From an optimization exercise on the open Yosys and OpenROAD flow, aimed at small area, a short achievable clock period and few clock cycles per item; shortcuts taken in it are not production practice.
In this exercise RTL edits were held to simulation tests only and were not proved equivalent to the original.
Power is estimated from default activity; no workload was simulated.

### design/flow/config.mk
export PLATFORM = sky130hd
export DESIGN_NAME = hash_search
export DESIGN_NICKNAME = hash_search
export VERILOG_FILES = /design/flow/design.v
export SDC_FILE = /design/flow/constraint.sdc
export NUM_CORES = 4
export LEC_CHECK = 0
export CAP_MARGIN = 20
export CELL_PAD_IN_SITES_DETAIL_PLACEMENT = 1
export CELL_PAD_IN_SITES_GLOBAL_PLACEMENT = 2
export CORE_MARGIN = 2
export CORE_UTILIZATION = 50
export CTS_BUF_LIST = sky130_fd_sc_hd__clkbuf_4 sky130_fd_sc_hd__clkbuf_8
export PLACE_DENSITY = 0.62
export SETUP_SLACK_MARGIN = 5
export SLEW_MARGIN = 20
### design/flow/constraint.sdc
create_clock -name core_clock -period 10.0 [get_ports {clk}]
set_input_delay 2.0000 -clock core_clock [delete_from_list [all_inputs] [get_ports {clk}]]
set_output_delay 2.0000 -clock core_clock [all_outputs]
set_load 0.01 [all_outputs]
### design/flow/design.v
`default_nettype none
package hash_search_pkg;
    localparam int pattern_w    = 8;
    localparam int nibble_w     = 4;
    localparam int bucket_count = 16;
    localparam int bucket_slots = 16;
    localparam int fill_w       = 5;     
    localparam int row_w        = nibble_w * bucket_slots;
    localparam int key_w        = 5;     
    localparam int elem_w       = key_w + nibble_w;
    localparam int list_w       = 3 * elem_w;
    localparam int group_count  = 3;     
endpackage
`default_nettype wire
`timescale 1ns/10ps
`default_nettype none
module bucket_index (
    input  logic                                    clk,
    input  logic                                    reset,
    input  logic                                    store_write,
    input  logic [hash_search_pkg::pattern_w-1:0]   write_data,
    input  logic [hash_search_pkg::pattern_w-1:0]   read_key,
    output logic [hash_search_pkg::row_w-1:0]       row_lo,
    output logic [hash_search_pkg::row_w-1:0]       row_hi,
    output logic [hash_search_pkg::fill_w-1:0]      fill_lo,
    output logic [hash_search_pkg::fill_w-1:0]      fill_hi
);
    localparam int nb = hash_search_pkg::bucket_count;
    localparam int rw = hash_search_pkg::row_w;
    localparam int fw = hash_search_pkg::fill_w;
    logic [nb-1:0][rw-1:0] tab_lo;
    logic [nb-1:0][rw-1:0] tab_hi;
    logic [nb-1:0][fw-1:0] cnt_lo;
    logic [nb-1:0][fw-1:0] cnt_hi;
    logic [nb-1:0]         we_lo;
    logic [nb-1:0]         we_hi;
    always_comb
    begin
        for (int b = 0; b < nb; b++)
        begin
            we_lo[b] = store_write && (write_data[3:0] == b) && !cnt_lo[b][fw-1];
            we_hi[b] = store_write && (write_data[7:4] == b) && !cnt_hi[b][fw-1];
        end
    end
    always_ff @(posedge clk)
    begin
        for (int b = 0; b < nb; b++)
        begin
            if (we_lo[b])
            begin
                tab_lo[b] <= {tab_lo[b][rw-5:0], write_data[7:4]};
            end
            if (we_hi[b])
            begin
                tab_hi[b] <= {tab_hi[b][rw-5:0], write_data[3:0]};
            end
        end
    end
    always_ff @(posedge clk)
    begin
        for (int b = 0; b < nb; b++)
        begin
            if (reset || we_lo[b])
            begin
                cnt_lo[b] <= reset ? '0 : cnt_lo[b] + 1'b1;
            end
            if (reset || we_hi[b])
            begin
                cnt_hi[b] <= reset ? '0 : cnt_hi[b] + 1'b1;
            end
        end
    end
    logic [nb-1:0] sel_lo;
    logic [nb-1:0] sel_hi;
    always_comb
    begin
        row_lo  = '0;
        row_hi  = '0;
        fill_lo = '0;
        fill_hi = '0;
        for (int b = 0; b < nb; b++)
        begin
            sel_lo[b] = (read_key[3:0] == b);
            sel_hi[b] = (read_key[7:4] == b);
            row_lo    = row_lo  | ({rw{sel_lo[b]}} & tab_lo[b]);
            row_hi    = row_hi  | ({rw{sel_hi[b]}} & tab_hi[b]);
            fill_lo   = fill_lo | ({fw{sel_lo[b]}} & cnt_lo[b]);
            fill_hi   = fill_hi | ({fw{sel_hi[b]}} & cnt_hi[b]);
        end
    end
endmodule
`default_nettype wire
`timescale 1ns/10ps
`default_nettype none
module distance_rank (
    input  logic [17*hash_search_pkg::elem_w-1:0] items,      
    output logic [hash_search_pkg::list_w-1:0]    best,
    output logic [14:0]                           counts      
);                                                           
    localparam int kw = hash_search_pkg::key_w;
    localparam int ew = hash_search_pkg::elem_w;
    function automatic logic beats(input logic [ew-1:0] b, input logic [ew-1:0] a);
        beats = |(a[ew-1:ew-kw] & ~b[ew-1:ew-kw]);
    endfunction
    logic [ew-1:0] item [17];
    always_comb
    begin
        for (int k = 0; k < 17; k++)
        begin
            item[k] = items[k*ew +: ew];
        end
    end
    logic [3:0] ga0_0;
    logic [3:0] ga0_1;
    logic [3:0] ga0_2;
    logic [3:0] ga0_3;
    logic [3:0] ga0_4;
    logic [ew-1:0] grp0_0;
    logic [ew-1:0] grp0_1;
    logic [ew-1:0] grp0_2;
    logic [4:0] ga1_0;
    logic [4:0] ga1_1;
    logic [4:0] ga1_2;
    logic [4:0] ga1_3;
    logic [4:0] ga1_4;
    logic [4:0] ga1_5;
    logic [ew-1:0] grp1_0;
    logic [ew-1:0] grp1_1;
    logic [ew-1:0] grp1_2;
    logic [4:0] ga2_0;
    logic [4:0] ga2_1;
    logic [4:0] ga2_2;
    logic [4:0] ga2_3;
    logic [4:0] ga2_4;
    logic [4:0] ga2_5;
    logic [ew-1:0] grp2_0;
    logic [ew-1:0] grp2_1;
    logic [ew-1:0] grp2_2;
    always_comb
    begin
        ga0_0[0] = beats(item[1], item[0]);
        ga0_0[1] = beats(item[2], item[0]);
        ga0_0[2] = beats(item[3], item[0]);
        ga0_0[3] = beats(item[4], item[0]);
        ga0_1[0] = !beats(item[1], item[0]);
        ga0_1[1] = beats(item[2], item[1]);
        ga0_1[2] = beats(item[3], item[1]);
        ga0_1[3] = beats(item[4], item[1]);
        ga0_2[0] = !beats(item[2], item[0]);
        ga0_2[1] = !beats(item[2], item[1]);
        ga0_2[2] = beats(item[3], item[2]);
        ga0_2[3] = beats(item[4], item[2]);
        ga0_3[0] = !beats(item[3], item[0]);
        ga0_3[1] = !beats(item[3], item[1]);
        ga0_3[2] = !beats(item[3], item[2]);
        ga0_3[3] = beats(item[4], item[3]);
        ga0_4[0] = !beats(item[4], item[0]);
        ga0_4[1] = !beats(item[4], item[1]);
        ga0_4[2] = !beats(item[4], item[2]);
        ga0_4[3] = !beats(item[4], item[3]);
        grp0_0 = ({ew{(!ga0_0[0] & !ga0_0[1] & !ga0_0[2] & !ga0_0[3])}} & item[0])
            | ({ew{(!ga0_1[0] & !ga0_1[1] & !ga0_1[2] & !ga0_1[3])}} & item[1])
            | ({ew{(!ga0_2[0] & !ga0_2[1] & !ga0_2[2] & !ga0_2[3])}} & item[2])
            | ({ew{(!ga0_3[0] & !ga0_3[1] & !ga0_3[2] & !ga0_3[3])}} & item[3])
            | ({ew{(!ga0_4[0] & !ga0_4[1] & !ga0_4[2] & !ga0_4[3])}} & item[4]);
        grp0_1 = ({ew{(ga0_0[0] & !ga0_0[1] & !ga0_0[2] & !ga0_0[3]) | (!ga0_0[0] & ga0_0[1] & !ga0_0[2] & !ga0_0[3]) | (!ga0_0[0] & !ga0_0[1] & ga0_0[2] & !ga0_0[3]) | (!ga0_0[0] & !ga0_0[1] & !ga0_0[2] & ga0_0[3])}} & item[0])
            | ({ew{(ga0_1[0] & !ga0_1[1] & !ga0_1[2] & !ga0_1[3]) | (!ga0_1[0] & ga0_1[1] & !ga0_1[2] & !ga0_1[3]) | (!ga0_1[0] & !ga0_1[1] & ga0_1[2] & !ga0_1[3]) | (!ga0_1[0] & !ga0_1[1] & !ga0_1[2] & ga0_1[3])}} & item[1])
            | ({ew{(ga0_2[0] & !ga0_2[1] & !ga0_2[2] & !ga0_2[3]) | (!ga0_2[0] & ga0_2[1] & !ga0_2[2] & !ga0_2[3]) | (!ga0_2[0] & !ga0_2[1] & ga0_2[2] & !ga0_2[3]) | (!ga0_2[0] & !ga0_2[1] & !ga0_2[2] & ga0_2[3])}} & item[2])
            | ({ew{(ga0_3[0] & !ga0_3[1] & !ga0_3[2] & !ga0_3[3]) | (!ga0_3[0] & ga0_3[1] & !ga0_3[2] & !ga0_3[3]) | (!ga0_3[0] & !ga0_3[1] & ga0_3[2] & !ga0_3[3]) | (!ga0_3[0] & !ga0_3[1] & !ga0_3[2] & ga0_3[3])}} & item[3])
            | ({ew{(ga0_4[0] & !ga0_4[1] & !ga0_4[2] & !ga0_4[3]) | (!ga0_4[0] & ga0_4[1] & !ga0_4[2] & !ga0_4[3]) | (!ga0_4[0] & !ga0_4[1] & ga0_4[2] & !ga0_4[3]) | (!ga0_4[0] & !ga0_4[1] & !ga0_4[2] & ga0_4[3])}} & item[4]);
        grp0_2 = ({ew{(ga0_0[0] & ga0_0[1] & !ga0_0[2] & !ga0_0[3]) | (ga0_0[0] & !ga0_0[1] & ga0_0[2] & !ga0_0[3]) | (ga0_0[0] & !ga0_0[1] & !ga0_0[2] & ga0_0[3]) | (!ga0_0[0] & ga0_0[1] & ga0_0[2] & !ga0_0[3]) | (!ga0_0[0] & ga0_0[1] & !ga0_0[2] & ga0_0[3]) | (!ga0_0[0] & !ga0_0[1] & ga0_0[2] & ga0_0[3])}} & item[0])
            | ({ew{(ga0_1[0] & ga0_1[1] & !ga0_1[2] & !ga0_1[3]) | (ga0_1[0] & !ga0_1[1] & ga0_1[2] & !ga0_1[3]) | (ga0_1[0] & !ga0_1[1] & !ga0_1[2] & ga0_1[3]) | (!ga0_1[0] & ga0_1[1] & ga0_1[2] & !ga0_1[3]) | (!ga0_1[0] & ga0_1[1] & !ga0_1[2] & ga0_1[3]) | (!ga0_1[0] & !ga0_1[1] & ga0_1[2] & ga0_1[3])}} & item[1])
            | ({ew{(ga0_2[0] & ga0_2[1] & !ga0_2[2] & !ga0_2[3]) | (ga0_2[0] & !ga0_2[1] & ga0_2[2] & !ga0_2[3]) | (ga0_2[0] & !ga0_2[1] & !ga0_2[2] & ga0_2[3]) | (!ga0_2[0] & ga0_2[1] & ga0_2[2] & !ga0_2[3]) | (!ga0_2[0] & ga0_2[1] & !ga0_2[2] & ga0_2[3]) | (!ga0_2[0] & !ga0_2[1] & ga0_2[2] & ga0_2[3])}} & item[2])
            | ({ew{(ga0_3[0] & ga0_3[1] & !ga0_3[2] & !ga0_3[3]) | (ga0_3[0] & !ga0_3[1] & ga0_3[2] & !ga0_3[3]) | (ga0_3[0] & !ga0_3[1] & !ga0_3[2] & ga0_3[3]) | (!ga0_3[0] & ga0_3[1] & ga0_3[2] & !ga0_3[3]) | (!ga0_3[0] & ga0_3[1] & !ga0_3[2] & ga0_3[3]) | (!ga0_3[0] & !ga0_3[1] & ga0_3[2] & ga0_3[3])}} & item[3])
            | ({ew{(ga0_4[0] & ga0_4[1] & !ga0_4[2] & !ga0_4[3]) | (ga0_4[0] & !ga0_4[1] & ga0_4[2] & !ga0_4[3]) | (ga0_4[0] & !ga0_4[1] & !ga0_4[2] & ga0_4[3]) | (!ga0_4[0] & ga0_4[1] & ga0_4[2] & !ga0_4[3]) | (!ga0_4[0] & ga0_4[1] & !ga0_4[2] & ga0_4[3]) | (!ga0_4[0] & !ga0_4[1] & ga0_4[2] & ga0_4[3])}} & item[4]);
        ga1_0[0] = beats(item[6], item[5]);
        ga1_0[1] = beats(item[7], item[5]);
        ga1_0[2] = beats(item[8], item[5]);
        ga1_0[3] = beats(item[9], item[5]);
        ga1_0[4] = beats(item[10], item[5]);
        ga1_1[0] = !beats(item[6], item[5]);
        ga1_1[1] = beats(item[7], item[6]);
        ga1_1[2] = beats(item[8], item[6]);
        ga1_1[3] = beats(item[9], item[6]);
        ga1_1[4] = beats(item[10], item[6]);
        ga1_2[0] = !beats(item[7], item[5]);
        ga1_2[1] = !beats(item[7], item[6]);
        ga1_2[2] = beats(item[8], item[7]);
        ga1_2[3] = beats(item[9], item[7]);
        ga1_2[4] = beats(item[10], item[7]);
        ga1_3[0] = !beats(item[8], item[5]);
        ga1_3[1] = !beats(item[8], item[6]);
        ga1_3[2] = !beats(item[8], item[7]);
        ga1_3[3] = beats(item[9], item[8]);
        ga1_3[4] = beats(item[10], item[8]);
        ga1_4[0] = !beats(item[9], item[5]);
        ga1_4[1] = !beats(item[9], item[6]);
        ga1_4[2] = !beats(item[9], item[7]);
        ga1_4[3] = !beats(item[9], item[8]);
        ga1_4[4] = beats(item[10], item[9]);
        ga1_5[0] = !beats(item[10], item[5]);
        ga1_5[1] = !beats(item[10], item[6]);
        ga1_5[2] = !beats(item[10], item[7]);
        ga1_5[3] = !beats(item[10], item[8]);
        ga1_5[4] = !beats(item[10], item[9]);
        grp1_0 = ({ew{(!ga1_0[0] & !ga1_0[1] & !ga1_0[2] & !ga1_0[3] & !ga1_0[4])}} & item[5])
            | ({ew{(!ga1_1[0] & !ga1_1[1] & !ga1_1[2] & !ga1_1[3] & !ga1_1[4])}} & item[6])
            | ({ew{(!ga1_2[0] & !ga1_2[1] & !ga1_2[2] & !ga1_2[3] & !ga1_2[4])}} & item[7])
            | ({ew{(!ga1_3[0] & !ga1_3[1] & !ga1_3[2] & !ga1_3[3] & !ga1_3[4])}} & item[8])
            | ({ew{(!ga1_4[0] & !ga1_4[1] & !ga1_4[2] & !ga1_4[3] & !ga1_4[4])}} & item[9])
            | ({ew{(!ga1_5[0] & !ga1_5[1] & !ga1_5[2] & !ga1_5[3] & !ga1_5[4])}} & item[10]);
        grp1_1 = ({ew{(ga1_0[0] & !ga1_0[1] & !ga1_0[2] & !ga1_0[3] & !ga1_0[4]) | (!ga1_0[0] & ga1_0[1] & !ga1_0[2] & !ga1_0[3] & !ga1_0[4]) | (!ga1_0[0] & !ga1_0[1] & ga1_0[2] & !ga1_0[3] & !ga1_0[4]) | (!ga1_0[0] & !ga1_0[1] & !ga1_0[2] & ga1_0[3] & !ga1_0[4]) | (!ga1_0[0] & !ga1_0[1] & !ga1_0[2] & !ga1_0[3] & ga1_0[4])}} & item[5])
            | ({ew{(ga1_1[0] & !ga1_1[1] & !ga1_1[2] & !ga1_1[3] & !ga1_1[4]) | (!ga1_1[0] & ga1_1[1] & !ga1_1[2] & !ga1_1[3] & !ga1_1[4]) | (!ga1_1[0] & !ga1_1[1] & ga1_1[2] & !ga1_1[3] & !ga1_1[4]) | (!ga1_1[0] & !ga1_1[1] & !ga1_1[2] & ga1_1[3] & !ga1_1[4]) | (!ga1_1[0] & !ga1_1[1] & !ga1_1[2] & !ga1_1[3] & ga1_1[4])}} & item[6])
            | ({ew{(ga1_2[0] & !ga1_2[1] & !ga1_2[2] & !ga1_2[3] & !ga1_2[4]) | (!ga1_2[0] & ga1_2[1] & !ga1_2[2] & !ga1_2[3] & !ga1_2[4]) | (!ga1_2[0] & !ga1_2[1] & ga1_2[2] & !ga1_2[3] & !ga1_2[4]) | (!ga1_2[0] & !ga1_2[1] & !ga1_2[2] & ga1_2[3] & !ga1_2[4]) | (!ga1_2[0] & !ga1_2[1] & !ga1_2[2] & !ga1_2[3] & ga1_2[4])}} & item[7])
            | ({ew{(ga1_3[0] & !ga1_3[1] & !ga1_3[2] & !ga1_3[3] & !ga1_3[4]) | (!ga1_3[0] & ga1_3[1] & !ga1_3[2] & !ga1_3[3] & !ga1_3[4]) | (!ga1_3[0] & !ga1_3[1] & ga1_3[2] & !ga1_3[3] & !ga1_3[4]) | (!ga1_3[0] & !ga1_3[1] & !ga1_3[2] & ga1_3[3] & !ga1_3[4]) | (!ga1_3[0] & !ga1_3[1] & !ga1_3[2] & !ga1_3[3] & ga1_3[4])}} & item[8])
            | ({ew{(ga1_4[0] & !ga1_4[1] & !ga1_4[2] & !ga1_4[3] & !ga1_4[4]) | (!ga1_4[0] & ga1_4[1] & !ga1_4[2] & !ga1_4[3] & !ga1_4[4]) | (!ga1_4[0] & !ga1_4[1] & ga1_4[2] & !ga1_4[3] & !ga1_4[4]) | (!ga1_4[0] & !ga1_4[1] & !ga1_4[2] & ga1_4[3] & !ga1_4[4]) | (!ga1_4[0] & !ga1_4[1] & !ga1_4[2] & !ga1_4[3] & ga1_4[4])}} & item[9])
            | ({ew{(ga1_5[0] & !ga1_5[1] & !ga1_5[2] & !ga1_5[3] & !ga1_5[4]) | (!ga1_5[0] & ga1_5[1] & !ga1_5[2] & !ga1_5[3] & !ga1_5[4]) | (!ga1_5[0] & !ga1_5[1] & ga1_5[2] & !ga1_5[3] & !ga1_5[4]) | (!ga1_5[0] & !ga1_5[1] & !ga1_5[2] & ga1_5[3] & !ga1_5[4]) | (!ga1_5[0] & !ga1_5[1] & !ga1_5[2] & !ga1_5[3] & ga1_5[4])}} & item[10]);
        grp1_2 = ({ew{(ga1_0[0] & ga1_0[1] & !ga1_0[2] & !ga1_0[3] & !ga1_0[4]) | (ga1_0[0] & !ga1_0[1] & ga1_0[2] & !ga1_0[3] & !ga1_0[4]) | (ga1_0[0] & !ga1_0[1] & !ga1_0[2] & ga1_0[3] & !ga1_0[4]) | (ga1_0[0] & !ga1_0[1] & !ga1_0[2] & !ga1_0[3] & ga1_0[4]) | (!ga1_0[0] & ga1_0[1] & ga1_0[2] & !ga1_0[3] & !ga1_0[4]) | (!ga1_0[0] & ga1_0[1] & !ga1_0[2] & ga1_0[3] & !ga1_0[4]) | (!ga1_0[0] & ga1_0[1] & !ga1_0[2] & !ga1_0[3] & ga1_0[4]) | (!ga1_0[0] & !ga1_0[1] & ga1_0[2] & ga1_0[3] & !ga1_0[4]) | (!ga1_0[0] & !ga1_0[1] & ga1_0[2] & !ga1_0[3] & ga1_0[4]) | (!ga1_0[0] & !ga1_0[1] & !ga1_0[2] & ga1_0[3] & ga1_0[4])}} & item[5])
            | ({ew{(ga1_1[0] & ga1_1[1] & !ga1_1[2] & !ga1_1[3] & !ga1_1[4]) | (ga1_1[0] & !ga1_1[1] & ga1_1[2] & !ga1_1[3] & !ga1_1[4]) | (ga1_1[0] & !ga1_1[1] & !ga1_1[2] & ga1_1[3] & !ga1_1[4]) | (ga1_1[0] & !ga1_1[1] & !ga1_1[2] & !ga1_1[3] & ga1_1[4]) | (!ga1_1[0] & ga1_1[1] & ga1_1[2] & !ga1_1[3] & !ga1_1[4]) | (!ga1_1[0] & ga1_1[1] & !ga1_1[2] & ga1_1[3] & !ga1_1[4]) | (!ga1_1[0] & ga1_1[1] & !ga1_1[2] & !ga1_1[3] & ga1_1[4]) | (!ga1_1[0] & !ga1_1[1] & ga1_1[2] & ga1_1[3] & !ga1_1[4]) | (!ga1_1[0] & !ga1_1[1] & ga1_1[2] & !ga1_1[3] & ga1_1[4]) | (!ga1_1[0] & !ga1_1[1] & !ga1_1[2] & ga1_1[3] & ga1_1[4])}} & item[6])
            | ({ew{(ga1_2[0] & ga1_2[1] & !ga1_2[2] & !ga1_2[3] & !ga1_2[4]) | (ga1_2[0] & !ga1_2[1] & ga1_2[2] & !ga1_2[3] & !ga1_2[4]) | (ga1_2[0] & !ga1_2[1] & !ga1_2[2] & ga1_2[3] & !ga1_2[4]) | (ga1_2[0] & !ga1_2[1] & !ga1_2[2] & !ga1_2[3] & ga1_2[4]) | (!ga1_2[0] & ga1_2[1] & ga1_2[2] & !ga1_2[3] & !ga1_2[4]) | (!ga1_2[0] & ga1_2[1] & !ga1_2[2] & ga1_2[3] & !ga1_2[4]) | (!ga1_2[0] & ga1_2[1] & !ga1_2[2] & !ga1_2[3] & ga1_2[4]) | (!ga1_2[0] & !ga1_2[1] & ga1_2[2] & ga1_2[3] & !ga1_2[4]) | (!ga1_2[0] & !ga1_2[1] & ga1_2[2] & !ga1_2[3] & ga1_2[4]) | (!ga1_2[0] & !ga1_2[1] & !ga1_2[2] & ga1_2[3] & ga1_2[4])}} & item[7])
            | ({ew{(ga1_3[0] & ga1_3[1] & !ga1_3[2] & !ga1_3[3] & !ga1_3[4]) | (ga1_3[0] & !ga1_3[1] & ga1_3[2] & !ga1_3[3] & !ga1_3[4]) | (ga1_3[0] & !ga1_3[1] & !ga1_3[2] & ga1_3[3] & !ga1_3[4]) | (ga1_3[0] & !ga1_3[1] & !ga1_3[2] & !ga1_3[3] & ga1_3[4]) | (!ga1_3[0] & ga1_3[1] & ga1_3[2] & !ga1_3[3] & !ga1_3[4]) | (!ga1_3[0] & ga1_3[1] & !ga1_3[2] & ga1_3[3] & !ga1_3[4]) | (!ga1_3[0] & ga1_3[1] & !ga1_3[2] & !ga1_3[3] & ga1_3[4]) | (!ga1_3[0] & !ga1_3[1] & ga1_3[2] & ga1_3[3] & !ga1_3[4]) | (!ga1_3[0] & !ga1_3[1] & ga1_3[2] & !ga1_3[3] & ga1_3[4]) | (!ga1_3[0] & !ga1_3[1] & !ga1_3[2] & ga1_3[3] & ga1_3[4])}} & item[8])
            | ({ew{(ga1_4[0] & ga1_4[1] & !ga1_4[2] & !ga1_4[3] & !ga1_4[4]) | (ga1_4[0] & !ga1_4[1] & ga1_4[2] & !ga1_4[3] & !ga1_4[4]) | (ga1_4[0] & !ga1_4[1] & !ga1_4[2] & ga1_4[3] & !ga1_4[4]) | (ga1_4[0] & !ga1_4[1] & !ga1_4[2] & !ga1_4[3] & ga1_4[4]) | (!ga1_4[0] & ga1_4[1] & ga1_4[2] & !ga1_4[3] & !ga1_4[4]) | (!ga1_4[0] & ga1_4[1] & !ga1_4[2] & ga1_4[3] & !ga1_4[4]) | (!ga1_4[0] & ga1_4[1] & !ga1_4[2] & !ga1_4[3] & ga1_4[4]) | (!ga1_4[0] & !ga1_4[1] & ga1_4[2] & ga1_4[3] & !ga1_4[4]) | (!ga1_4[0] & !ga1_4[1] & ga1_4[2] & !ga1_4[3] & ga1_4[4]) | (!ga1_4[0] & !ga1_4[1] & !ga1_4[2] & ga1_4[3] & ga1_4[4])}} & item[9])
            | ({ew{(ga1_5[0] & ga1_5[1] & !ga1_5[2] & !ga1_5[3] & !ga1_5[4]) | (ga1_5[0] & !ga1_5[1] & ga1_5[2] & !ga1_5[3] & !ga1_5[4]) | (ga1_5[0] & !ga1_5[1] & !ga1_5[2] & ga1_5[3] & !ga1_5[4]) | (ga1_5[0] & !ga1_5[1] & !ga1_5[2] & !ga1_5[3] & ga1_5[4]) | (!ga1_5[0] & ga1_5[1] & ga1_5[2] & !ga1_5[3] & !ga1_5[4]) | (!ga1_5[0] & ga1_5[1] & !ga1_5[2] & ga1_5[3] & !ga1_5[4]) | (!ga1_5[0] & ga1_5[1] & !ga1_5[2] & !ga1_5[3] & ga1_5[4]) | (!ga1_5[0] & !ga1_5[1] & ga1_5[2] & ga1_5[3] & !ga1_5[4]) | (!ga1_5[0] & !ga1_5[1] & ga1_5[2] & !ga1_5[3] & ga1_5[4]) | (!ga1_5[0] & !ga1_5[1] & !ga1_5[2] & ga1_5[3] & ga1_5[4])}} & item[10]);
        ga2_0[0] = beats(item[12], item[11]);
        ga2_0[1] = beats(item[13], item[11]);
        ga2_0[2] = beats(item[14], item[11]);
        ga2_0[3] = beats(item[15], item[11]);
        ga2_0[4] = beats(item[16], item[11]);
        ga2_1[0] = !beats(item[12], item[11]);
        ga2_1[1] = beats(item[13], item[12]);
        ga2_1[2] = beats(item[14], item[12]);
        ga2_1[3] = beats(item[15], item[12]);
        ga2_1[4] = beats(item[16], item[12]);
        ga2_2[0] = !beats(item[13], item[11]);
        ga2_2[1] = !beats(item[13], item[12]);
        ga2_2[2] = beats(item[14], item[13]);
        ga2_2[3] = beats(item[15], item[13]);
        ga2_2[4] = beats(item[16], item[13]);
        ga2_3[0] = !beats(item[14], item[11]);
        ga2_3[1] = !beats(item[14], item[12]);
        ga2_3[2] = !beats(item[14], item[13]);
        ga2_3[3] = beats(item[15], item[14]);
        ga2_3[4] = beats(item[16], item[14]);
        ga2_4[0] = !beats(item[15], item[11]);
        ga2_4[1] = !beats(item[15], item[12]);
        ga2_4[2] = !beats(item[15], item[13]);
        ga2_4[3] = !beats(item[15], item[14]);
        ga2_4[4] = beats(item[16], item[15]);
        ga2_5[0] = !beats(item[16], item[11]);
        ga2_5[1] = !beats(item[16], item[12]);
        ga2_5[2] = !beats(item[16], item[13]);
        ga2_5[3] = !beats(item[16], item[14]);
        ga2_5[4] = !beats(item[16], item[15]);
        grp2_0 = ({ew{(!ga2_0[0] & !ga2_0[1] & !ga2_0[2] & !ga2_0[3] & !ga2_0[4])}} & item[11])
            | ({ew{(!ga2_1[0] & !ga2_1[1] & !ga2_1[2] & !ga2_1[3] & !ga2_1[4])}} & item[12])
            | ({ew{(!ga2_2[0] & !ga2_2[1] & !ga2_2[2] & !ga2_2[3] & !ga2_2[4])}} & item[13])
            | ({ew{(!ga2_3[0] & !ga2_3[1] & !ga2_3[2] & !ga2_3[3] & !ga2_3[4])}} & item[14])
            | ({ew{(!ga2_4[0] & !ga2_4[1] & !ga2_4[2] & !ga2_4[3] & !ga2_4[4])}} & item[15])
            | ({ew{(!ga2_5[0] & !ga2_5[1] & !ga2_5[2] & !ga2_5[3] & !ga2_5[4])}} & item[16]);
        grp2_1 = ({ew{(ga2_0[0] & !ga2_0[1] & !ga2_0[2] & !ga2_0[3] & !ga2_0[4]) | (!ga2_0[0] & ga2_0[1] & !ga2_0[2] & !ga2_0[3] & !ga2_0[4]) | (!ga2_0[0] & !ga2_0[1] & ga2_0[2] & !ga2_0[3] & !ga2_0[4]) | (!ga2_0[0] & !ga2_0[1] & !ga2_0[2] & ga2_0[3] & !ga2_0[4]) | (!ga2_0[0] & !ga2_0[1] & !ga2_0[2] & !ga2_0[3] & ga2_0[4])}} & item[11])
            | ({ew{(ga2_1[0] & !ga2_1[1] & !ga2_1[2] & !ga2_1[3] & !ga2_1[4]) | (!ga2_1[0] & ga2_1[1] & !ga2_1[2] & !ga2_1[3] & !ga2_1[4]) | (!ga2_1[0] & !ga2_1[1] & ga2_1[2] & !ga2_1[3] & !ga2_1[4]) | (!ga2_1[0] & !ga2_1[1] & !ga2_1[2] & ga2_1[3] & !ga2_1[4]) | (!ga2_1[0] & !ga2_1[1] & !ga2_1[2] & !ga2_1[3] & ga2_1[4])}} & item[12])
            | ({ew{(ga2_2[0] & !ga2_2[1] & !ga2_2[2] & !ga2_2[3] & !ga2_2[4]) | (!ga2_2[0] & ga2_2[1] & !ga2_2[2] & !ga2_2[3] & !ga2_2[4]) | (!ga2_2[0] & !ga2_2[1] & ga2_2[2] & !ga2_2[3] & !ga2_2[4]) | (!ga2_2[0] & !ga2_2[1] & !ga2_2[2] & ga2_2[3] & !ga2_2[4]) | (!ga2_2[0] & !ga2_2[1] & !ga2_2[2] & !ga2_2[3] & ga2_2[4])}} & item[13])
            | ({ew{(ga2_3[0] & !ga2_3[1] & !ga2_3[2] & !ga2_3[3] & !ga2_3[4]) | (!ga2_3[0] & ga2_3[1] & !ga2_3[2] & !ga2_3[3] & !ga2_3[4]) | (!ga2_3[0] & !ga2_3[1] & ga2_3[2] & !ga2_3[3] & !ga2_3[4]) | (!ga2_3[0] & !ga2_3[1] & !ga2_3[2] & ga2_3[3] & !ga2_3[4]) | (!ga2_3[0] & !ga2_3[1] & !ga2_3[2] & !ga2_3[3] & ga2_3[4])}} & item[14])
            | ({ew{(ga2_4[0] & !ga2_4[1] & !ga2_4[2] & !ga2_4[3] & !ga2_4[4]) | (!ga2_4[0] & ga2_4[1] & !ga2_4[2] & !ga2_4[3] & !ga2_4[4]) | (!ga2_4[0] & !ga2_4[1] & ga2_4[2] & !ga2_4[3] & !ga2_4[4]) | (!ga2_4[0] & !ga2_4[1] & !ga2_4[2] & ga2_4[3] & !ga2_4[4]) | (!ga2_4[0] & !ga2_4[1] & !ga2_4[2] & !ga2_4[3] & ga2_4[4])}} & item[15])
            | ({ew{(ga2_5[0] & !ga2_5[1] & !ga2_5[2] & !ga2_5[3] & !ga2_5[4]) | (!ga2_5[0] & ga2_5[1] & !ga2_5[2] & !ga2_5[3] & !ga2_5[4]) | (!ga2_5[0] & !ga2_5[1] & ga2_5[2] & !ga2_5[3] & !ga2_5[4]) | (!ga2_5[0] & !ga2_5[1] & !ga2_5[2] & ga2_5[3] & !ga2_5[4]) | (!ga2_5[0] & !ga2_5[1] & !ga2_5[2] & !ga2_5[3] & ga2_5[4])}} & item[16]);
        grp2_2 = ({ew{(ga2_0[0] & ga2_0[1] & !ga2_0[2] & !ga2_0[3] & !ga2_0[4]) | (ga2_0[0] & !ga2_0[1] & ga2_0[2] & !ga2_0[3] & !ga2_0[4]) | (ga2_0[0] & !ga2_0[1] & !ga2_0[2] & ga2_0[3] & !ga2_0[4]) | (ga2_0[0] & !ga2_0[1] & !ga2_0[2] & !ga2_0[3] & ga2_0[4]) | (!ga2_0[0] & ga2_0[1] & ga2_0[2] & !ga2_0[3] & !ga2_0[4]) | (!ga2_0[0] & ga2_0[1] & !ga2_0[2] & ga2_0[3] & !ga2_0[4]) | (!ga2_0[0] & ga2_0[1] & !ga2_0[2] & !ga2_0[3] & ga2_0[4]) | (!ga2_0[0] & !ga2_0[1] & ga2_0[2] & ga2_0[3] & !ga2_0[4]) | (!ga2_0[0] & !ga2_0[1] & ga2_0[2] & !ga2_0[3] & ga2_0[4]) | (!ga2_0[0] & !ga2_0[1] & !ga2_0[2] & ga2_0[3] & ga2_0[4])}} & item[11])
            | ({ew{(ga2_1[0] & ga2_1[1] & !ga2_1[2] & !ga2_1[3] & !ga2_1[4]) | (ga2_1[0] & !ga2_1[1] & ga2_1[2] & !ga2_1[3] & !ga2_1[4]) | (ga2_1[0] & !ga2_1[1] & !ga2_1[2] & ga2_1[3] & !ga2_1[4]) | (ga2_1[0] & !ga2_1[1] & !ga2_1[2] & !ga2_1[3] & ga2_1[4]) | (!ga2_1[0] & ga2_1[1] & ga2_1[2] & !ga2_1[3] & !ga2_1[4]) | (!ga2_1[0] & ga2_1[1] & !ga2_1[2] & ga2_1[3] & !ga2_1[4]) | (!ga2_1[0] & ga2_1[1] & !ga2_1[2] & !ga2_1[3] & ga2_1[4]) | (!ga2_1[0] & !ga2_1[1] & ga2_1[2] & ga2_1[3] & !ga2_1[4]) | (!ga2_1[0] & !ga2_1[1] & ga2_1[2] & !ga2_1[3] & ga2_1[4]) | (!ga2_1[0] & !ga2_1[1] & !ga2_1[2] & ga2_1[3] & ga2_1[4])}} & item[12])
            | ({ew{(ga2_2[0] & ga2_2[1] & !ga2_2[2] & !ga2_2[3] & !ga2_2[4]) | (ga2_2[0] & !ga2_2[1] & ga2_2[2] & !ga2_2[3] & !ga2_2[4]) | (ga2_2[0] & !ga2_2[1] & !ga2_2[2] & ga2_2[3] & !ga2_2[4]) | (ga2_2[0] & !ga2_2[1] & !ga2_2[2] & !ga2_2[3] & ga2_2[4]) | (!ga2_2[0] & ga2_2[1] & ga2_2[2] & !ga2_2[3] & !ga2_2[4]) | (!ga2_2[0] & ga2_2[1] & !ga2_2[2] & ga2_2[3] & !ga2_2[4]) | (!ga2_2[0] & ga2_2[1] & !ga2_2[2] & !ga2_2[3] & ga2_2[4]) | (!ga2_2[0] & !ga2_2[1] & ga2_2[2] & ga2_2[3] & !ga2_2[4]) | (!ga2_2[0] & !ga2_2[1] & ga2_2[2] & !ga2_2[3] & ga2_2[4]) | (!ga2_2[0] & !ga2_2[1] & !ga2_2[2] & ga2_2[3] & ga2_2[4])}} & item[13])
            | ({ew{(ga2_3[0] & ga2_3[1] & !ga2_3[2] & !ga2_3[3] & !ga2_3[4]) | (ga2_3[0] & !ga2_3[1] & ga2_3[2] & !ga2_3[3] & !ga2_3[4]) | (ga2_3[0] & !ga2_3[1] & !ga2_3[2] & ga2_3[3] & !ga2_3[4]) | (ga2_3[0] & !ga2_3[1] & !ga2_3[2] & !ga2_3[3] & ga2_3[4]) | (!ga2_3[0] & ga2_3[1] & ga2_3[2] & !ga2_3[3] & !ga2_3[4]) | (!ga2_3[0] & ga2_3[1] & !ga2_3[2] & ga2_3[3] & !ga2_3[4]) | (!ga2_3[0] & ga2_3[1] & !ga2_3[2] & !ga2_3[3] & ga2_3[4]) | (!ga2_3[0] & !ga2_3[1] & ga2_3[2] & ga2_3[3] & !ga2_3[4]) | (!ga2_3[0] & !ga2_3[1] & ga2_3[2] & !ga2_3[3] & ga2_3[4]) | (!ga2_3[0] & !ga2_3[1] & !ga2_3[2] & ga2_3[3] & ga2_3[4])}} & item[14])
            | ({ew{(ga2_4[0] & ga2_4[1] & !ga2_4[2] & !ga2_4[3] & !ga2_4[4]) | (ga2_4[0] & !ga2_4[1] & ga2_4[2] & !ga2_4[3] & !ga2_4[4]) | (ga2_4[0] & !ga2_4[1] & !ga2_4[2] & ga2_4[3] & !ga2_4[4]) | (ga2_4[0] & !ga2_4[1] & !ga2_4[2] & !ga2_4[3] & ga2_4[4]) | (!ga2_4[0] & ga2_4[1] & ga2_4[2] & !ga2_4[3] & !ga2_4[4]) | (!ga2_4[0] & ga2_4[1] & !ga2_4[2] & ga2_4[3] & !ga2_4[4]) | (!ga2_4[0] & ga2_4[1] & !ga2_4[2] & !ga2_4[3] & ga2_4[4]) | (!ga2_4[0] & !ga2_4[1] & ga2_4[2] & ga2_4[3] & !ga2_4[4]) | (!ga2_4[0] & !ga2_4[1] & ga2_4[2] & !ga2_4[3] & ga2_4[4]) | (!ga2_4[0] & !ga2_4[1] & !ga2_4[2] & ga2_4[3] & ga2_4[4])}} & item[15])
            | ({ew{(ga2_5[0] & ga2_5[1] & !ga2_5[2] & !ga2_5[3] & !ga2_5[4]) | (ga2_5[0] & !ga2_5[1] & ga2_5[2] & !ga2_5[3] & !ga2_5[4]) | (ga2_5[0] & !ga2_5[1] & !ga2_5[2] & ga2_5[3] & !ga2_5[4]) | (ga2_5[0] & !ga2_5[1] & !ga2_5[2] & !ga2_5[3] & ga2_5[4]) | (!ga2_5[0] & ga2_5[1] & ga2_5[2] & !ga2_5[3] & !ga2_5[4]) | (!ga2_5[0] & ga2_5[1] & !ga2_5[2] & ga2_5[3] & !ga2_5[4]) | (!ga2_5[0] & ga2_5[1] & !ga2_5[2] & !ga2_5[3] & ga2_5[4]) | (!ga2_5[0] & !ga2_5[1] & ga2_5[2] & ga2_5[3] & !ga2_5[4]) | (!ga2_5[0] & !ga2_5[1] & ga2_5[2] & !ga2_5[3] & ga2_5[4]) | (!ga2_5[0] & !ga2_5[1] & !ga2_5[2] & ga2_5[3] & ga2_5[4])}} & item[16]);
    end
    logic [2:0] f0_0_1;
    logic [2:0] f0_0_2;
    logic [2:0] f0_1_1;
    logic [2:0] f0_1_2;
    logic [2:0] f0_2_1;
    logic [2:0] f0_2_2;
    logic [2:0] f1_0_0;
    logic [2:0] f1_0_2;
    logic [2:0] f1_1_0;
    logic [2:0] f1_1_2;
    logic [2:0] f1_2_0;
    logic [2:0] f1_2_2;
    logic [2:0] f2_0_0;
    logic [2:0] f2_0_1;
    logic [2:0] f2_1_0;
    logic [2:0] f2_1_1;
    logic [2:0] f2_2_0;
    logic [2:0] f2_2_1;
    logic [ew-1:0] o [3];
    always_comb
    begin
        f0_0_1[0] = beats(grp1_0, grp0_0);
        f0_0_1[1] = beats(grp1_1, grp0_0);
        f0_0_1[2] = beats(grp1_2, grp0_0);
        f0_0_2[0] = beats(grp2_0, grp0_0);
        f0_0_2[1] = beats(grp2_1, grp0_0);
        f0_0_2[2] = beats(grp2_2, grp0_0);
        f0_1_1[0] = beats(grp1_0, grp0_1);
        f0_1_1[1] = beats(grp1_1, grp0_1);
        f0_1_1[2] = beats(grp1_2, grp0_1);
        f0_1_2[0] = beats(grp2_0, grp0_1);
        f0_1_2[1] = beats(grp2_1, grp0_1);
        f0_1_2[2] = beats(grp2_2, grp0_1);
        f0_2_1[0] = beats(grp1_0, grp0_2);
        f0_2_1[1] = beats(grp1_1, grp0_2);
        f0_2_1[2] = beats(grp1_2, grp0_2);
        f0_2_2[0] = beats(grp2_0, grp0_2);
        f0_2_2[1] = beats(grp2_1, grp0_2);
        f0_2_2[2] = beats(grp2_2, grp0_2);
        f1_0_0[0] = !beats(grp1_0, grp0_0);
        f1_0_0[1] = !beats(grp1_0, grp0_1);
        f1_0_0[2] = !beats(grp1_0, grp0_2);
        f1_0_2[0] = beats(grp2_0, grp1_0);
        f1_0_2[1] = beats(grp2_1, grp1_0);
        f1_0_2[2] = beats(grp2_2, grp1_0);
        f1_1_0[0] = !beats(grp1_1, grp0_0);
        f1_1_0[1] = !beats(grp1_1, grp0_1);
        f1_1_0[2] = !beats(grp1_1, grp0_2);
        f1_1_2[0] = beats(grp2_0, grp1_1);
        f1_1_2[1] = beats(grp2_1, grp1_1);
        f1_1_2[2] = beats(grp2_2, grp1_1);
        f1_2_0[0] = !beats(grp1_2, grp0_0);
        f1_2_0[1] = !beats(grp1_2, grp0_1);
        f1_2_0[2] = !beats(grp1_2, grp0_2);
        f1_2_2[0] = beats(grp2_0, grp1_2);
        f1_2_2[1] = beats(grp2_1, grp1_2);
        f1_2_2[2] = beats(grp2_2, grp1_2);
        f2_0_0[0] = !beats(grp2_0, grp0_0);
        f2_0_0[1] = !beats(grp2_0, grp0_1);
        f2_0_0[2] = !beats(grp2_0, grp0_2);
        f2_0_1[0] = !beats(grp2_0, grp1_0);
        f2_0_1[1] = !beats(grp2_0, grp1_1);
        f2_0_1[2] = !beats(grp2_0, grp1_2);
        f2_1_0[0] = !beats(grp2_1, grp0_0);
        f2_1_0[1] = !beats(grp2_1, grp0_1);
        f2_1_0[2] = !beats(grp2_1, grp0_2);
        f2_1_1[0] = !beats(grp2_1, grp1_0);
        f2_1_1[1] = !beats(grp2_1, grp1_1);
        f2_1_1[2] = !beats(grp2_1, grp1_2);
        f2_2_0[0] = !beats(grp2_2, grp0_0);
        f2_2_0[1] = !beats(grp2_2, grp0_1);
        f2_2_0[2] = !beats(grp2_2, grp0_2);
        f2_2_1[0] = !beats(grp2_2, grp1_0);
        f2_2_1[1] = !beats(grp2_2, grp1_1);
        f2_2_1[2] = !beats(grp2_2, grp1_2);
        o[0] = ({ew{(!f0_0_1[0] & !f0_0_2[0])}} & grp0_0)
            | ({ew{(!f1_0_0[0] & !f1_0_2[0])}} & grp1_0)
            | ({ew{(!f2_0_0[0] & !f2_0_1[0])}} & grp2_0);
        o[1] = ({ew{(!f0_0_1[0] & (f0_0_2[0] & !f0_0_2[1])) | ((f0_0_1[0] & !f0_0_1[1]) & !f0_0_2[0])}} & grp0_0)
            | ({ew{(!f0_1_1[0] & !f0_1_2[0])}} & grp0_1)
            | ({ew{(!f1_0_0[0] & (f1_0_2[0] & !f1_0_2[1])) | ((f1_0_0[0] & !f1_0_0[1]) & !f1_0_2[0])}} & grp1_0)
            | ({ew{(!f1_1_0[0] & !f1_1_2[0])}} & grp1_1)
            | ({ew{(!f2_0_0[0] & (f2_0_1[0] & !f2_0_1[1])) | ((f2_0_0[0] & !f2_0_0[1]) & !f2_0_1[0])}} & grp2_0)
            | ({ew{(!f2_1_0[0] & !f2_1_1[0])}} & grp2_1);
        o[2] = ({ew{(!f0_0_1[0] & (f0_0_2[1] & !f0_0_2[2])) | ((f0_0_1[0] & !f0_0_1[1]) & (f0_0_2[0] & !f0_0_2[1])) | ((f0_0_1[1] & !f0_0_1[2]) & !f0_0_2[0])}} & grp0_0)
            | ({ew{(!f0_1_1[0] & (f0_1_2[0] & !f0_1_2[1])) | ((f0_1_1[0] & !f0_1_1[1]) & !f0_1_2[0])}} & grp0_1)
            | ({ew{(!f0_2_1[0] & !f0_2_2[0])}} & grp0_2)
            | ({ew{(!f1_0_0[0] & (f1_0_2[1] & !f1_0_2[2])) | ((f1_0_0[0] & !f1_0_0[1]) & (f1_0_2[0] & !f1_0_2[1])) | ((f1_0_0[1] & !f1_0_0[2]) & !f1_0_2[0])}} & grp1_0)
            | ({ew{(!f1_1_0[0] & (f1_1_2[0] & !f1_1_2[1])) | ((f1_1_0[0] & !f1_1_0[1]) & !f1_1_2[0])}} & grp1_1)
            | ({ew{(!f1_2_0[0] & !f1_2_2[0])}} & grp1_2)
            | ({ew{(!f2_0_0[0] & (f2_0_1[1] & !f2_0_1[2])) | ((f2_0_0[0] & !f2_0_0[1]) & (f2_0_1[0] & !f2_0_1[1])) | ((f2_0_0[1] & !f2_0_0[2]) & !f2_0_1[0])}} & grp2_0)
            | ({ew{(!f2_1_0[0] & (f2_1_1[0] & !f2_1_1[1])) | ((f2_1_0[0] & !f2_1_0[1]) & !f2_1_1[0])}} & grp2_1)
            | ({ew{(!f2_2_0[0] & !f2_2_1[0])}} & grp2_2);
    end
    assign best = {o[2], o[1], o[0]};
    function automatic logic [2:0] add3(input logic [2:0] a, input logic [2:0] b);
        add3[0] = a[0] | b[0];
        add3[1] = a[1] | b[1] | (a[0] & b[0]);
        add3[2] = a[2] | b[2] | (a[1] & b[0]) | (a[0] & b[1]);
    endfunction
    always_comb
    begin
        for (int t = 0; t < 5; t++)
        begin
            counts[3*t +: 3] = {!grp0_2[ew-kw+t], !grp0_1[ew-kw+t], !grp0_0[ew-kw+t]};
            counts[3*t +: 3] = add3(counts[3*t +: 3], {!grp1_2[ew-kw+t], !grp1_1[ew-kw+t], !grp1_0[ew-kw+t]});
            counts[3*t +: 3] = add3(counts[3*t +: 3], {!grp2_2[ew-kw+t], !grp2_1[ew-kw+t], !grp2_0[ew-kw+t]});
        end
    end
endmodule
`default_nettype wire
`timescale 1ns/10ps
`default_nettype none
module hash_search (
    input  logic                                  clk,
    input  logic                                  reset,
    input  logic                                  load_valid,
    input  logic [hash_search_pkg::pattern_w-1:0] load_data,
    input  logic                                  query_start,
    input  logic [hash_search_pkg::pattern_w-1:0] query_data,
    output logic                                  busy,
    output logic                                  done,
    output logic [1:0]                            match_count,
    output logic [hash_search_pkg::pattern_w-1:0] match0,
    output logic [hash_search_pkg::pattern_w-1:0] match1,
    output logic [hash_search_pkg::pattern_w-1:0] match2,
    output logic [3:0]                            dist0,
    output logic [3:0]                            dist1,
    output logic [3:0]                            dist2
);
    localparam int rw = hash_search_pkg::row_w;
    localparam int fw = hash_search_pkg::fill_w;
    localparam int ew = hash_search_pkg::elem_w;
    localparam int lw = hash_search_pkg::list_w;
    localparam int kw = hash_search_pkg::key_w;
    localparam int ng = hash_search_pkg::group_count;
    localparam int iw = 17 * ew;     
    logic          busy_q;
    logic          rank_q;      
    logic          done_q;
    logic          store_full;
    logic [7:0]    store_count;
    logic          load_ok;
    logic          query_ok;
    logic          store_write;
    logic [rw-1:0] row_lo, row_hi;
    logic [fw-1:0] fill_lo, fill_hi;
    logic [iw-1:0] items_lo, items_hi;
    logic [iw-1:0] items_lo_q, items_hi_q;
    logic [7:0]    key_q;
    assign busy        = busy_q;
    assign done        = done_q;
    assign load_ok     = load_valid && !busy_q;
    assign query_ok    = query_start && !busy_q;
    assign store_write = load_ok && !store_full;
    always_ff @(posedge clk)
    begin
        if (reset)
        begin
            busy_q <= 1'b0;
            rank_q <= 1'b0;
            done_q <= 1'b0;
        end
        else
        begin
            busy_q <= query_ok || rank_q;
            rank_q <= query_ok;
            done_q <= rank_q;
        end
    end
    always_ff @(posedge clk)
    begin
        if (reset)
        begin
            store_count <= '0;
            store_full  <= 1'b0;
        end
        else if (store_write)
        begin
            {store_full, store_count} <= {1'b0, store_count} + 1'b1;
        end
    end
    bucket_index u_index (
        .clk         (clk),
        .reset       (reset),
        .store_write (store_write),
        .write_data  (load_data),
        .read_key    (query_data),
        .row_lo      (row_lo),
        .row_hi      (row_hi),
        .fill_lo     (fill_lo),
        .fill_hi     (fill_hi)
    );
    function automatic logic [ew-1:0] elem(input logic valid, input logic [3:0] x, input logic skip_same);
        logic [4:0] t;
        t[0] = |x;
        t[1] = (x[0] & x[1]) | (x[0] & x[2]) | (x[0] & x[3]) | (x[1] & x[2]) | (x[1] & x[3]) | (x[2] & x[3]);
        t[2] = (x[0] & x[1] & x[2]) | (x[0] & x[1] & x[3]) | (x[0] & x[2] & x[3]) | (x[1] & x[2] & x[3]);
        t[3] = &x;
        t[4] = 1'b0;
        if (!valid || (skip_same && !t[0]))
        begin
            t = '1;
        end
        elem = {t, x};
    endfunction
    always_comb
    begin
        for (int k = 0; k < 16; k++)
        begin
            items_lo[k*ew +: ew] = elem(k >= 16 - fill_lo, row_lo[4*(15-k) +: 4] ^ query_data[7:4], 1'b0);
            items_hi[k*ew +: ew] = elem(k >= 16 - fill_hi, row_hi[4*(15-k) +: 4] ^ query_data[3:0], 1'b1);
        end
        items_lo[16*ew +: ew] = elem(store_write && (load_data[3:0] == query_data[3:0]) && !fill_lo[fw-1],
                                     load_data[7:4] ^ query_data[7:4], 1'b0);
        items_hi[16*ew +: ew] = elem(store_write && (load_data[7:4] == query_data[7:4]) && !fill_hi[fw-1],
                                     load_data[3:0] ^ query_data[3:0], 1'b1);
    end
    always_ff @(posedge clk)
    begin
        items_lo_q <= items_lo;
        items_hi_q <= items_hi;
        key_q      <= query_data;
    end
    logic [lw-1:0] best_lo, best_hi;
    logic [14:0]   counts_lo, counts_hi;
    distance_rank u_rank_lo (
        .items  (items_lo_q),
        .best   (best_lo),
        .counts (counts_lo)
    );
    distance_rank u_rank_hi (
        .items  (items_hi_q),
        .best   (best_hi),
        .counts (counts_hi)
    );
    function automatic logic [2:0] add3(input logic [2:0] a, input logic [2:0] b);
        add3[0] = a[0] | b[0];
        add3[1] = a[1] | b[1] | (a[0] & b[0]);
        add3[2] = a[2] | b[2] | (a[1] & b[0]) | (a[0] & b[1]);
    endfunction
    function automatic logic ahead(input logic [14:0] ca, input logic [14:0] cb, input int i, input int j);
        ahead = 1'b0;
        for (int t = 0; t < 5; t++)
        begin
            ahead = ahead | (cb[3*t + j] & !ca[3*t + i]);
        end
    endfunction
    logic        c00, c10, c01, c20, c11, c02;
    logic [10:0] pick;          
    logic [2:0]  both [5];      
    logic [2:0]  place_dist [3];
    logic [1:0]  count;
    always_comb
    begin
        c00 = ahead(counts_lo, counts_hi, 0, 0);
        c10 = ahead(counts_lo, counts_hi, 1, 0);
        c01 = ahead(counts_lo, counts_hi, 0, 1);
        c20 = ahead(counts_lo, counts_hi, 2, 0);
        c11 = ahead(counts_lo, counts_hi, 1, 1);
        c02 = ahead(counts_lo, counts_hi, 0, 2);
        pick[0]  = c00;
        pick[1]  = !c00 & !c10;
        pick[2]  = !c00 & c10;
        pick[3]  = c00 & !c01;
        pick[4]  = c00 & c01;
        pick[5]  = !c00 & !c10 & !c20;
        pick[6]  = !c00 & !c10 & c20;
        pick[7]  = ((c00 & !c01) | (!c00 & c10)) & !c11;
        pick[8]  = ((c00 & !c01) | (!c00 & c10)) & c11;
        pick[9]  = c00 & c01 & !c02;
        pick[10] = c00 & c01 & c02;
        for (int t = 0; t < 5; t++)
        begin
            both[t] = add3(counts_lo[3*t +: 3], counts_hi[3*t +: 3]);
        end
        for (int k = 0; k < 3; k++)
        begin
            place_dist[k] = {!both[3][k], !both[1][k] & both[3][k],
                             (!both[0][k] & both[1][k]) | (!both[2][k] & both[3][k])};
        end
        count = {both[4][1], both[4][2] | (both[4][0] & !both[4][1])};
    end
    logic [3:0]  res_lo [3];     
    logic [3:0]  res_hi [3];
    logic [7:0]  res_key;
    logic [10:0] res_pick;
    logic [2:0]  res_dist [3];
    logic [1:0]  res_count;
    always_ff @(posedge clk)
    begin
        if (rank_q)
        begin
            for (int k = 0; k < 3; k++)
            begin
                res_lo[k]   <= best_lo[9*k +: 4];
                res_hi[k]   <= best_hi[9*k +: 4];
                res_dist[k] <= place_dist[k];
            end
            res_key   <= key_q;
            res_pick  <= pick;
            res_count <= count;
        end
    end
    logic [7:0] a0, a1, a2, b0, b1, b2;
    always_comb
    begin
        a0 = {res_lo[0] ^ res_key[7:4], res_key[3:0]};
        a1 = {res_lo[1] ^ res_key[7:4], res_key[3:0]};
        a2 = {res_lo[2] ^ res_key[7:4], res_key[3:0]};
        b0 = {res_key[7:4], res_hi[0] ^ res_key[3:0]};
        b1 = {res_key[7:4], res_hi[1] ^ res_key[3:0]};
        b2 = {res_key[7:4], res_hi[2] ^ res_key[3:0]};
    end
    assign match0 = ({8{res_pick[0]}} & b0) | ({8{!res_pick[0]}} & a0);
    assign match1 = ({8{res_pick[1]}} & a1) | ({8{res_pick[2]}} & b0)
                  | ({8{res_pick[3]}} & a0) | ({8{res_pick[4]}} & b1);
    assign match2 = ({8{res_pick[5]}} & a2) | ({8{res_pick[6]}} & b0)
                  | ({8{res_pick[7]}} & a1) | ({8{res_pick[8]}} & b1)
                  | ({8{res_pick[9]}} & a0) | ({8{res_pick[10]}} & b2);
    assign dist0  = {1'b0, res_dist[0]};
    assign dist1  = {1'b0, res_dist[1]};
    assign dist2  = {1'b0, res_dist[2]};
    assign match_count = res_count;
endmodule
`default_nettype wire
### design/flow/run.sh
#!/bin/bash
# synth_recipe.tcl (not shown) runs the flow's synth.tcl, then flattens the netlist and writes it again
# the make line also repeats each setting of config.mk as NAME=value (left out here)
make -C /OpenROAD-flow-scripts/flow DESIGN_CONFIG=/design/flow/config.mk WORK_HOME=/design/flow/orfs CLKGATE_MAP_FILE= SYNTH_SCRIPT=/design/flow/synth_recipe.tcl finish
==> results.sh, run 1 <==
export IMPL_slowest_delay_ns=0.92
export IMPL_cts_sinks=2588
export IMPL_synthTopCellsByArea="edfxtp_1 (59%), dfxtp_1 (5.7%), a221oi_1 (3.7%)"
export IMPL_initial_core_util_pct=50.1
export IMPL_core_area_um2=229000
export IMPL_nNetsFinal=9130
export IMPL_finalHoldViolCount=0
export IMPL_syn_to_final_growth_pct=12.9
export IMPL_hp_class="reg -> reg"
export IMPL_slew_headroom_pct=19.7
export IMPL_async_reset_ff_share_pct=0
export IMPL_routedWlPerCell_um=35.6
export IMPL_final_util_pct=56.6
export IMPL_setup_tns_ns=0
export IMPL_fin_area_um2=130000
export IMPL_ys_ff_latch=2588
export IMPL_vias_per_cell=7.10
export IMPL_grt_antenna_before_repair=12
export IMPL_first_global_vias=88000
export IMPL_die_x_um=483
export IMPL_static_leakage_power_nw=43.3
export IMPL_cts_htree_levels=5
export IMPL_worst_path_buf_inv=4
export IMPL_final_layout_size_suffix_gt1_share_pct=16.3
export IMPL_fmax_mhz=197
export IMPL_ys_warn_count=10
export IMPL_required_ns=10.96
export IMPL_synth_edff_count=2262
export IMPL_synth_xor_area_share_pct=3.31
export IMPL_drv_cap=0
export IMPL_synth_most_common_cell="edfxtp_1"
export IMPL_ys_types=117
export IMPL_path_clk_slew_ns=0.06
export IMPL_totalWireLength_mm=442
export IMPL_post_dp_hpwl_mm=294
export IMPL_crit_family="buffers and inverters"
export IMPL_synth_compound_area_share_pct=17.2
export IMPL_cp_max_fo=34
export IMPL_die_area_um2=234000
export IMPL_place_area_um2=119000
export IMPL_synthAdderAreaFrac_pct=0.642
export IMPL_fin_hold_ws_ns=0.362
export IMPL_die_h_um=483
export IMPL_yosysSeqAreaShare_pct=64.8
export IMPL_fin_cells=12400
export IMPL_peakVddDrop_mv=0.231
export IMPL_preCtsSetupSlack_ns=2.77
export IMPL_total_power_mw=42.6
export IMPL_cp_cell_sequence="buf_2, buf_12, nand2b_2, nor2_4, buf_4, buf_4, a221oi_1, nand4_1, xor2_1, maj3_1, nand2_1, nand3_1"
export IMPL_cts_buffers=421
export IMPL_port_buffers=56
export IMPL_endpoint_kind="register"
export IMPL_slew_violations=0
export IMPL_synth_top_cell_by_area="edfxtp_1"
export IMPL_cp_common_cell="buf_4"
export IMPL_critPathLaunchType="input pin"
export IMPL_setup_violations=0
export IMPL_netlist_area_um2=115000
export IMPL_postSynthCellCount=8824
export IMPL_dr_pass1_iters=9
export IMPL_synth_simple_gate_area_share_pct=11.0
export IMPL_grt_setup_unrepaired="true"
export IMPL_worstMarginPinSlew_ns=1.20
export IMPL_grt_first_pass_wirelength_mm=630
export IMPL_grt_overflow=0
export IMPL_setup_ws_ns=4.91
export IMPL_clock_root_buffer="clkbuf_8"
export IMPL_fin_skew_ns=0.152
export IMPL_power_density_nw_per_um2=328
export IMPL_dp_cells=11500
export IMPL_grt_usage_pct=36.6
export IMPL_drtIter0Drc=12500
export IMPL_synth_flop_cell="edfxtp_1"
export IMPL_syn_area_per_cell_um2=13.0
export IMPL_finalCritPeriodShare_pct=50.9
export IMPL_crit_arrival_ns=6.05
export IMPL_ctsHoldBuffers=0
export IMPL_via_count=88100
export IMPL_ios=60
export IMPL_run_status="no timing/DRC/antenna violations"
export IMPL_n_fill_cell=22400
export IMPL_path_class="in -> reg"
export IMPL_gp_congestion=0.997
export IMPL_synth_top_family_by_area="compound AO/OA/AOI/OAI gates"
export IMPL_clock_latency_ns=1.15
export IMPL_cp_slowest_cell="xor2_1"
export IMPL_synthTopCellsByCount="edfxtp_1 (2262), nor2_1 (492), a221oi_1 (491)"
export IMPL_drc=0
export IMPL_clk_path_buf_depth=4
export IMPL_rows=176
export IMPL_grt_max_degree=88
export IMPL_synth_top_area_share_pct=59.1
export IMPL_ant_nets=0
export IMPL_synthMuxAreaShare_pct=0.0708
export IMPL_cts_tree="built"
export IMPL_period_minus_slack_ns=5.09
logic make-up (layout without fill, tap and decap cells):
| family | Yosys count | in the layout |
|---|---|---|
| adder cells (fa/ha/maj) | 63 | 63 |
| multiplexers | 8 | 8 |
| AND/OR/NAND/NOR | 2432 | 2439 |
| XOR/XNOR | 431 | 431 |
| AO/OA/AOI/OAI | 2481 | 2482 |
| buffers and inverters | 819 | 1349 |
| flip-flops | 2588 | 2588 |
| other | 2 | 26 |
state kept, by name, summed over array words and instances (netlist names):
register        cells
rank_q              1
u_index.tab_hi   1024
key_q               8
done_q              1
res_hi             12
res_key             8
busy_q              1
u_index.cnt_lo     80
res_lo             12
store_count         8
res_pick           11
u_index.tab_lo   1024
u_index.cnt_hi     80
store_full          1
items_lo_q        153
res_dist            9
items_hi_q        153
res_count           2
final timing paths:
check                                              startpoint                       endpoint  slack [ns]  cells after the start
worst min-delay path            u_index.tab_hi[313]$_DFFE_PP_  u_index.tab_hi[317]$_DFFE_PP_        0.36                      0
worst min register to register  u_index.tab_hi[313]$_DFFE_PP_  u_index.tab_hi[317]$_DFFE_PP_        0.36                      0
worst max-delay path                            query_data[0]      items_lo_q[51]$_SDFF_PP1_        4.91                     12
worst max register to register     items_lo_q[103]$_SDFF_PP1_         res_lo[2][2]$_DFFE_PP_        4.97                     15
metal layers:
metal | track usage [%] | wire (um) | up-vias
met3 | 8.55 | 50300 | 994
met1 | 53.2 | 185000 | 44900
met2 | 53.9 | 191000 | 5943
li1 | - | - | 36200
met5 | 0 | 15 | -
met4 | 12.7 | 15500 | 2
cell type report:
type | instances | area [um2] | share of cell area, %
tap | 3026 | 3790 | 2.92
sequential | 2588 | 74600 | 57.5
timing repair buffer | 379 | 3240 | 2.49
multi-input combinational | 5443 | 39100 | 30.1
inverter | 234 | 891 | 0.686
clock inverter | 122 | 813 | 0.627
clock buffer | 614 | 7370 | 5.68
antenna | 6 | 15.0 | 0.0116
what timing repair did:
action,CTS,global route
pin swaps,33,48
endpoints found under the setup margin,233,114
gates resized for setup,236,171
buffers inserted,44,73
cloned,4,4
placed cells by master, fill, tap and decap left out, types with 37 or more instances in the layout:
cell and n:
edfxtp_1 2262, a221oi_1 487, a22o_1 482, nor2_1 451, clkbuf_8 441, nand2_1 439, a22oi_1 388, nand3_1 351
buf_4 292, nand4_1 280, dfxtp_1 233, xnor2_1 229, inv_1 214, xor2_1 189, clkbuf_4 174, o21ai_0 170
a21oi_1 152, a222oi_1 123, nor3_1 119, o22ai_1 118, nor4_1 87, dfxtp_2 86, nand2b_1 84, nor2b_1 75
clkinv_1 73, or2_2 64, o211ai_1 60, or3_1 53, and3_1 51, clkdlybuf4s50_1 44, ha_1 43, and2_1 37
power breakdown:
part	total, mW	internal (mW)	leakage [nW]	switching (mW)
clock	9.07	4.92	4.35	4.14
sequential	13.4	12.3	23.3	1.09
combinational	20.2	6.58	15.7	13.6
total	42.6	23.8	43.3	18.8
worst register-to-register path, delay by kind of cell, from the launching register on:
kind,cells,cell delay (ns)
buf+inv,2,0.41
flops,1,0.74
compound gates,5,1.60
simple gates,7,1.54
xor+xnor,1,0.41
Testbench counts, summed over its fixed seeds: cycles 8,795, queries 2,400.
==> inputs of run 2 (changes only) <==
==> design/flow/config.mk (replaced) <==
export PLATFORM = sky130hd
export DESIGN_NAME = hash_search
export DESIGN_NICKNAME = hash_search
export VERILOG_FILES = /design/flow/design.v
export SDC_FILE = /design/flow/constraint.sdc
export NUM_CORES = 4
export LEC_CHECK = 0
export ABC_AREA = 1
export CAP_MARGIN = 20
export CELL_PAD_IN_SITES_DETAIL_PLACEMENT = 0
export CELL_PAD_IN_SITES_GLOBAL_PLACEMENT = 1
export CORE_MARGIN = 2
export CORE_UTILIZATION = 50
export CTS_BUF_LIST = sky130_fd_sc_hd__clkbuf_4 sky130_fd_sc_hd__clkbuf_8
export PLACE_DENSITY = 0.7
export SETUP_SLACK_MARGIN = 5
export SLEW_MARGIN = 20
==> run 2 against run 1 <==
  * Via count is 1.6% lower
  * Critical endpoint is now items_hi_q[141]$_SDFF_PP1_
  * Clock power grew 2.4%
  * Synthesized cell count grew 25%
  * Cell area fell by 0.73%
  * Global-route usage shrank 3.9 points
  * Die area is 0.50% lower
  * Worst hold slack improved by 0.042 ns
==> results.sh, run 2 <==
export IMPL_period_minus_slack_ns=5.02
export IMPL_seq_area_um2=74500
export IMPL_setup_ws_ns=4.98
export IMPL_drtIter0Drc=11100
export IMPL_cp_max_fo=29
export IMPL_post_dp_hpwl_mm=271
export IMPL_grt_setup_unrepaired="true"
export IMPL_grt_first_pass_wirelength_mm=557
export IMPL_endpoint_kind="register"
export IMPL_r2r_cells=18
export IMPL_clock_latency_ns=1.17
export IMPL_syn_to_final_growth_pct=12.6
export IMPL_fmax_mhz=199
export IMPL_dr_wl_met2_mm=164
export IMPL_peakVddDrop_mv=0.210
export IMPL_netlist_area_um2=114000
export IMPL_routed_top_layer="met5"
export IMPL_n_fill_cell=19400
export IMPL_grt_max_degree=77
export IMPL_die_area_um2=233000
export IMPL_ctsHoldBuffers=0
export IMPL_fin_skew_ns=0.151
export IMPL_vias_per_cell=5.89
export IMPL_worstMarginPinSlew_ns=1.17
export IMPL_grt_antenna_before_repair=9
export IMPL_drv_cap=0
export IMPL_clk_path_buf_depth=4
export IMPL_static_leakage_power_nw=50.9
export IMPL_preCtsSetupSlack_ns=2.97
export IMPL_slew_headroom_pct=22.2
export IMPL_finalCritPeriodShare_pct=50.2
export IMPL_cts_sinks=2588
export IMPL_fin_area_um2=129000
export IMPL_syn_area_per_cell_um2=10.4
export IMPL_required_ns=10.94
export IMPL_hp_class="reg -> reg"
export IMPL_ios=60
export IMPL_ys_warn_count=10
export IMPL_via_count=86600
export IMPL_met3WireLength_mm=40.6
export IMPL_clock_root_buffer="clkbuf_8"
export IMPL_die_h_um=482
export IMPL_totalWireLength_mm=388
export IMPL_grt_overflow=0
export IMPL_dp_cells=13900
export IMPL_slew_violations=0
export IMPL_synth_edff_count=2262
export IMPL_place_area_um2=119000
export IMPL_async_reset_ff_share_pct=0
export IMPL_synth_top_cell_by_area="edfxtp_1"
export IMPL_synthTopCellsByCount="nand2_1 (3366), edfxtp_1 (2262), inv_1 (947)"
export IMPL_run_status="no timing/DRC/antenna violations"
export IMPL_port_buffers=56
export IMPL_holdPathStages=0
export IMPL_synth_flop_cell="edfxtp_1"
export IMPL_power_density_nw_per_um2=289
export IMPL_crit_arrival_ns=5.96
export IMPL_multi_input_area_um2=35800
export IMPL_fin_cells=14700
export IMPL_synthTopCellsByArea="edfxtp_1 (59%), nand2_1 (11%), dfxtp_1 (5.7%)"
export IMPL_rows=175
export IMPL_wl_met1_mm=173
export IMPL_critPathLaunchType="input pin"
export IMPL_postSynthCellCount=11000
export IMPL_setup_tns_ns=0
export IMPL_final_layout_size_suffix_gt1_share_pct=10.6
export IMPL_layout_commonest_cell="nand2_1"
export IMPL_dr_pass1_iters=6
export IMPL_core_area_um2=227000
export IMPL_grt_usage_pct=32.7
export IMPL_ant_nets=0
export IMPL_die_x_um=482
export IMPL_yosysSeqAreaShare_pct=65.1
export IMPL_synth_most_common_cell="nand2_1"
export IMPL_cts_tree="built"
export IMPL_drc=0
export IMPL_first_global_vias=81800
export IMPL_ys_ff_latch=2588
export IMPL_gp_congestion=0.988
export IMPL_nNetsFinal=11400
export IMPL_cts_buffers=419
export IMPL_synth_top_area_share_pct=59.4
export IMPL_cts_htree_levels=5
export IMPL_finalHoldViolCount=0
export IMPL_path_clk_slew_ns=0.06
export IMPL_initial_core_util_pct=50.3
export IMPL_mostFrequentLayoutCells="nand2_1 (3353), edfxtp_1 (2262), inv_1 (933)"
export IMPL_routedWlPerCell_um=26.4
export IMPL_setup_violations=0
export IMPL_path_class="in -> reg"
export IMPL_fin_hold_ws_ns=0.404
export IMPL_reg_top3="u_index.tab_hi x1024, u_index.tab_lo x1024"
export IMPL_ys_types=71
run 2: cell count changes after synthesis, moves of 248 or more:
| cell | delta |
|---|---|
| nor2_1 | +337 |
| nand3_1 | +472 |
| a22o_1 | -291 |
| clkbuf_1 | -259 |
| inv_1 | +731 |
| nand2_1 | +2908 |
| a221oi_1 | -248 |
| a22oi_1 | -390 |
run 2: final cells by class:
cell class / count / area share [%]
clock inverters: 175 / 1.07
flip-flops and latches: 2588 / 57.8
well taps: 3009 / 2.92
inverters: 1007 / 3.05
clock buffers: 577 / 5.50
diodes: 5 / 0.00971
multi-input cells: 7119 / 27.8
repair buffers: 225 / 1.87
run 2: stage by stage:
stage          utilization [%]  total power, mW
6_report                  56.7             37.2
4_1_cts                   56.3             36.9
3_5_place_dp              52.3             27.7
2_1_floorplan                -             22.2
5_1_grt                   56.7             39.2
3_3_place_gp              52.3             27.7
run 2: cell families after synthesis:
| logic type | Yosys count | share of synthesized area [%] |
|---|---|---|
| and+or+nand+nor | 5636 | 20.9 |
| other | 2 | 0.00657 |
| AOI/OAI and AO/OA | 1235 | 7.49 |
| DFF | 2588 | 65.1 |
| adders and majority gates | 43 | 0.470 |
| buffers and inverters | 1310 | 4.61 |
| xor gates and xnor gates | 185 | 1.44 |
run 2: critical path: stages:
cell and delay, ns:
clkdlybuf4s50_1 0.49, buf_8 0.23, nor2_1 0.07, buf_4 0.22, nand2_1 0.22, inv_4 0.18
buf_6 0.27, a22o_1 0.24, a221oi_1 0.26, nand4_1 0.71, xor2_2 0.49, nand2_1 0.11
o21ai_1 0.19, inv_1 0.09, o21ai_0 0.08
run 2: power by group:
group / leakage, nW / total, mW / switching, mW / internal (mW)
Sequential: 23.3 / 13.0 / 0.806 / 12.2
Combinational: 23.2 / 14.9 / 11.0 / 3.89
Clock: 4.46 / 9.29 / 4.14 / 5.14
run 2: path summary, 6_finish.rpt:
kind	slack, ns	to	startpoint
worst max-delay path	4.98	items_hi_q[141]$_SDFF_PP1_	query_data[7]
worst min-delay path	0.40	res_key[4]$_DFFE_PP_	key_q[4]$_DFF_P_
worst max register to register	5.64	res_pick[8]$_DFFE_PP_	items_hi_q[114]$_SDFF_PP1_
worst min register to register	0.40	res_key[4]$_DFFE_PP_	key_q[4]$_DFF_P_
run 2: layer usage:
| metal | up-vias | GRT usage [%] |
|---|---|---|
| li1 | 39000 | - |
| met1 | 42100 | 50.1 |
| met2 | 4885 | 47.1 |
| met3 | 601 | 6.74 |
| met4 | 2 | 8.83 |
| met5 | - | 0 |
run 2: timing repair:
action                                  in CTS  in global routing
resized for setup                          115                112
cloned                                       2                  5
endpoints found under the setup margin     204                134
pin swaps                                    9                 19
setup buffers                               11                 12
